Context: an optimization exercise on an open-source flow, tuned for a short achievable clock period and few clock cycles per item. The choices shown serve that exercise and are no tape-out recipe. Function was checked by simulation only, so behaviour that the tests miss may differ from the original. No activity file was given, so power comes from the tool's default toggle rates.

==> flow/design.v <==
package cache_pkg;
    localparam int unsigned BLOCK_WIDTH = 128;
    localparam int unsigned BADDR_WIDTH = 28;
    typedef enum logic [1:0] {
        IDLE   = 2'd0,
        RD_MEM = 2'd1,
        WR_MEM = 2'd2,
        RESP   = 2'd3
    } wb_state_e;
    typedef struct packed {
        logic [BADDR_WIDTH-1:0] addr;
        logic [BLOCK_WIDTH-1:0] data;
    } wb_entry_t;
endpackage
module cache_wb_buffer
#(
    parameter int unsigned NE       = 12,
    parameter int unsigned DRAIN_TH = 2,
    parameter int unsigned PW       = 8       
) (
    input  logic                   clk,
    input  logic                   rst,
    input  logic                   c_read,
    input  logic                   c_write,
    input  logic [cache_pkg::BADDR_WIDTH-1:0] c_addr,
    input  logic [cache_pkg::BLOCK_WIDTH-1:0] c_wdata,
    output logic [cache_pkg::BLOCK_WIDTH-1:0] c_rdata,
    output logic                   c_ready,
    output logic                   mem_read,
    output logic                   mem_write,
    output logic [cache_pkg::BADDR_WIDTH-1:0] mem_addr,
    output logic [cache_pkg::BLOCK_WIDTH-1:0] mem_wdata,
    input  logic [cache_pkg::BLOCK_WIDTH-1:0] mem_rdata,
    input  logic                   mem_ready,
    output logic                   wb_empty
);
    localparam int unsigned AW  = cache_pkg::BADDR_WIDTH;
    localparam int unsigned DW  = cache_pkg::BLOCK_WIDTH;
    localparam int unsigned CAP = 4;
    function automatic logic [NE-1:0] first2(input logic [NE-1:0] hi, input logic [NE-1:0] lo);
        logic [2*NE-1:0] x, f, below;
        x = {lo, hi};
        for (int i = 0; i < 2*NE; i++) begin
            below[i] = 1'b0;
            for (int j = 0; j < i; j++) below[i] = below[i] | x[j];
            f[i] = x[i] & ~below[i];
        end
        first2 = f[NE-1:0] | f[2*NE-1:NE];
    endfunction
    logic [NE-1:0]         ev_q, ed_q, eh_q;      
    logic [NE-1:0][AW-1:0] ea_q;
    logic [NE-1:0][DW-1:0] edat_q;
    logic [AW-1:0] a_q;           
    logic          rd_q, wr_q;
    logic [NE-1:0] hv_q;          
    logic          hit_q;         
    logic [NE-1:0] vic_q;         
    logic [NE-1:0] pick_q;        
    logic          pv_q;          
    logic          dg_q;          
    logic [3:0]    dth_q;         
    logic          c_ready_q;
    logic [DW-1:0] c_rdata_q;
    logic          wait_q;        
    logic          iss_q;         
    logic          erd_q;         
    logic          mem_read_q, mem_write_q;
    logic [AW-1:0] mem_addr_q;
    logic [DW-1:0] mem_wdata_q;
    logic [AW-1:0] ra_q;          
    logic [DW-1:0] snap_q;        
    logic          stale_q;       
    logic [NE-1:0] didx_q;        
    logic [NE-1:0] dbusy_q;       
    logic          wb_empty_q;
    logic [DW-1:0] w_q;           
    logic          cm_q;          
    logic [NE-1:0] ctgt_q;        
    logic          cnew_q;        
    logic          cinc_q;        
    wire spec_alloc = !c_ready_q && !wait_q && wr_q && !hit_q;
    wire [NE-1:0] cset = cm_q ? ctgt_q : '0;                  
    wire [NE-1:0] ev_e = ev_q | cset;
    wire [NE-1:0] ed_e = ed_q | cset;
    logic [NE-1:0] hv_d, pv_d, lv;
    always_comb begin
        lv = ev_e & ~(spec_alloc ? vic_q : '0);
        for (int i = 0; i < NE; i++) begin
            hv_d[i] = lv[i] && (ea_q[i] == c_addr);
            pv_d[i] = lv[i] && (ea_q[i][PW-1:0] == c_addr[PW-1:0]);
        end
    end
    wire pmiss = ~|pv_d;
    logic [DW-1:0] hit_data;
    always_comb begin
        hit_data = '0;
        for (int i = 0; i < NE; i++)
            hit_data = hit_data | (edat_q[i] & {DW{hv_q[i]}});
    end
    wire same = (c_read == rd_q) && (c_write == wr_q) && (c_addr == a_q);
    wire act  = !c_ready_q && !wait_q && same && (rd_q || wr_q) && !rst;
    wire drain_done = mem_write_q && mem_ready;
    wire clean_now  = drain_done && !stale_q;                   
    wire tdirty     = |(hv_q & ed_q);                           
    wire tdrain     = |(hv_q & didx_q);                         
    wire wr_acc     = act && wr_q && ((hit_q && tdirty) || !dth_q[3] || clean_now);
    wire [NE-1:0] wtgt = hit_q ? hv_q : vic_q;
    wire rd_hit     = act && rd_q && hit_q;
    wire rd_miss    = act && rd_q && !hit_q;
    wire rd_now     = rd_miss && erd_q && mem_ready;            
    wire rd_done    = wait_q && iss_q && mem_ready;             
    wire port_free = !(mem_read_q || mem_write_q) || mem_ready;
    wire rsel      = c_read && (c_ready_q || wait_q || !(rd_q && hit_q));
    wire rd_late   = port_free && rsel && !rst &&
                     ((wait_q && !iss_q) || (!c_ready_q && !wait_q && rd_q && !hit_q && !erd_q));
    wire rd_issue  = rd_late || (port_free && rsel && !rst && !wait_q && !erd_q && pmiss);
    wire pick_ok  = pv_q && !dg_q;
    wire drain_go = port_free && pick_ok && !rsel && !rst &&
                    (c_ready_q || !(c_read || c_write) || dth_q[DRAIN_TH-1]);
    logic [AW-1:0] pk_addr, dx_addr;
    logic [DW-1:0] pk_data, dx_data;
    always_comb begin
        pk_addr = '0;
        pk_data = '0;
        dx_addr = '0;
        dx_data = '0;
        for (int i = 0; i < NE; i++) begin
            pk_addr = pk_addr | (ea_q[i]   & {AW{pick_q[i]}});
            pk_data = pk_data | (edat_q[i] & {DW{pick_q[i]}});
            dx_addr = dx_addr | (ea_q[i]   & {AW{didx_q[i]}});
            dx_data = dx_data | (edat_q[i] & {DW{didx_q[i]}});
        end
    end
    logic [NE-1:0] cand, pick_d, vic_d, clean;
    always_comb begin
        cand   = ed_q & ~dbusy_q;
        pick_d = first2(cand & ~eh_q, cand);
        clean  = ~ed_e;
        vic_d  = first2(clean & (~eh_q | ~ev_e), clean);
    end
    wire mem_write_n = drain_go || (mem_write_q && !mem_ready);
    wire d_inc = cm_q && cinc_q;
    wire d_dec = clean_now && !(cm_q && |(ctgt_q & didx_q));
    logic [3:0] dth_n;
    always_comb begin
        dth_n = dth_q;
        if (d_inc && !d_dec) dth_n = {dth_q[2:0], 1'b1};
        if (d_dec && !d_inc) dth_n = {1'b0, dth_q[3:1]};
    end
    wire any_dirty_n = wr_acc || cm_q || dth_q[1] || (dth_q[0] && !clean_now);
    always_ff @(posedge clk) begin
        a_q     <= c_addr;
        rd_q    <= c_read && !rst;
        wr_q    <= c_write && !rst;
        hv_q    <= hv_d;
        hit_q   <= |hv_d;
        vic_q   <= vic_d;
        pick_q  <= pick_d;
        if (port_free && rsel) ra_q <= c_addr;
        mem_addr_q  <= port_free ? (rsel ? c_addr : pk_addr) : (mem_read_q ? ra_q : dx_addr);
        if (port_free) snap_q <= pk_data;
        mem_wdata_q <= port_free ? pk_data : (stale_q ? snap_q : dx_data);
        c_rdata_q <= (mem_read_q && (wait_q || !hit_q)) ? mem_rdata : hit_data;
        if (drain_go) didx_q <= pick_q;
        dbusy_q <= rst ? '0 : drain_go ? pick_q : (mem_write_n ? didx_q : '0);
        w_q    <= c_wdata;
        ctgt_q <= wtgt;
        for (int i = 0; i < NE; i++) begin
            if (spec_alloc && vic_q[i]) ea_q[i] <= c_addr;
            if (cm_q && ctgt_q[i])      edat_q[i] <= w_q;
        end
        if (rst) begin
            ev_q        <= '0;
            cm_q        <= 1'b0;
            ed_q        <= '0;
            eh_q        <= '0;
            dth_q       <= '0;
            pv_q        <= 1'b0;
            dg_q        <= 1'b0;
            c_ready_q   <= 1'b0;
            wait_q      <= 1'b0;
            iss_q       <= 1'b0;
            erd_q       <= 1'b0;
            mem_read_q  <= 1'b0;
            mem_write_q <= 1'b0;
            stale_q     <= 1'b0;
            wb_empty_q  <= 1'b1;
        end else begin
            ev_q        <= ev_e & ~(spec_alloc ? vic_q : '0);
            cm_q        <= wr_acc;
            cnew_q      <= !hit_q;
            cinc_q      <= !(hit_q && tdirty) || (hit_q && tdrain && clean_now);
            ed_q        <= (ed_q & ~(clean_now ? didx_q : '0)) | cset;
            dth_q       <= dth_n;
            pv_q        <= |cand;
            dg_q        <= drain_go;
            eh_q        <= (eh_q | ((!c_ready_q && !wait_q && (rd_q || wr_q)) ? hv_q : '0)) &
                           ~((cm_q && cnew_q) ? ctgt_q : '0);
            c_ready_q   <= rd_hit || rd_now || wr_acc || rd_done;
            wait_q      <= (rd_miss && !rd_now) || (wait_q && !rd_done);
            iss_q       <= (rd_miss && (erd_q || rd_late)) || (wait_q && (iss_q || rd_late));
            erd_q       <= rd_issue;
            mem_read_q  <= rd_issue || (mem_read_q && !mem_ready);
            mem_write_q <= mem_write_n;
            stale_q     <= drain_go ? (cm_q && |(ctgt_q & pick_q))
                                    : (stale_q || (cm_q && |(ctgt_q & dbusy_q)));
            wb_empty_q  <= !any_dirty_n && !mem_write_n;
        end
    end
    assign c_ready   = c_ready_q;
    assign c_rdata   = c_rdata_q;
    assign mem_read  = mem_read_q;
    assign mem_write = mem_write_q;
    assign mem_addr  = mem_addr_q;
    assign mem_wdata = mem_wdata_q;
    assign wb_empty  = wb_empty_q;
endmodule
export LEC_CHECK = 0
export ABC_CLOCK_PERIOD_IN_PS = 1800
export CAP_MARGIN = 20
export CORE_MARGIN = 2
export CORE_UTILIZATION = 45
export SETUP_SLACK_MARGIN = 2.2
export SLEW_MARGIN = 20
create_clock -name core_clock -period 4.0 [get_ports {clk}]
run.sh (not shown) runs the stock make flow with config.mk's settings and CLKGATE_MAP_FILE= SYNTH_SCRIPT=/design/flow/synth_recipe.tcl, a recipe that flattens the netlist after the stock synthesis.
Testbench counts at the start, summed over its fixed seeds: cycles 22,391, requests 8,000.
Change:
==> flow/flow/run.sh (new file) <==
#!/bin/bash
# Layout flow: the standard ORFS layout (standard.sh, all steps), except
# that the resizer may swap a cell for one of another footprint
# (MATCH_CELL_FOOTPRINT=0; the platform sets 1). That lets timing repair
# replace the slow delay-cell port buffers and gates with faster cells.
# Everything else (synthesis, floorplan, power grid, tap cells, placement,
# CTS, routing) is the standard flow unchanged. Each tool's output goes to
# ORFS's own logs under orfs/logs; make's output goes to flow_make.log.
set -euo pipefail
sed 's/CLKGATE_MAP_FILE= /CLKGATE_MAP_FILE= MATCH_CELL_FOOTPRINT=0 /' standard.sh > standard_nofp.sh
grep -q 'MATCH_CELL_FOOTPRINT=0' standard_nofp.sh
bash standard_nofp.sh > flow_make.log 2>&1
test -f out/final.def
==> flow/standard.sh (new file) <==
#!/bin/bash
# synth_recipe.tcl (not shown) runs the flow's synth.tcl, then flattens the netlist and writes it again
# the make line also repeats each setting of config.mk as NAME=value (left out here)
make -C /OpenROAD-flow-scripts/flow DESIGN_CONFIG=/design/flow/config.mk WORK_HOME=/design/flow/orfs CLKGATE_MAP_FILE= SYNTH_SCRIPT=/design/flow/synth_recipe.tcl "${@:-finish}"
--- a/flow/config.mk
+++ b/flow/config.mk
@@ -10,3 +10,3 @@
 export CORE_MARGIN = 2
-export CORE_UTILIZATION = 45
+export CORE_UTILIZATION = 50
 export SETUP_SLACK_MARGIN = 2.2
removed: flow/run.sh
After rerunning:
- hold slack gets worse by 0.017 ns
- via count shrinks by 2.6%
- routed wire length shrinks by 4.6%
- power shrinks by 2.0%
- final area shrinks by 3.1%

-- what the ideal ports hide --
The flow's constraints put no driver on any port. The routed layouts listed below were extracted and timed again, unchanged, in two steps.
Step 1, drivers: a clkbuf_16 drives clk and a buf_2 each remaining input, both assumed.
Step 2 adds t to the input delays and takes it off the output delays; t is the mean of the earliest and latest rising clock arrival at the registers after step 1. Input paths then give back, and output paths get back, about the clock's delay inside the block.
Three values: no drivers, after step 1, after step 2; two values: the first two.
| run | t (ns) | setup WS [ns] | cell pins on the clock port's net |
|---|---|---|---|
| the first run | 1.097 | 1.602 / 1.499 / 0.844 | 1 |
| the second run | 1.058 | 1.604 / 1.522 / 0.850 | 1 |
After both steps every run listed still meets setup and hold. For the first run, which loses most, drivers alone change the setup slack by -0.103 ns; drivers and shift together by -0.758 ns.
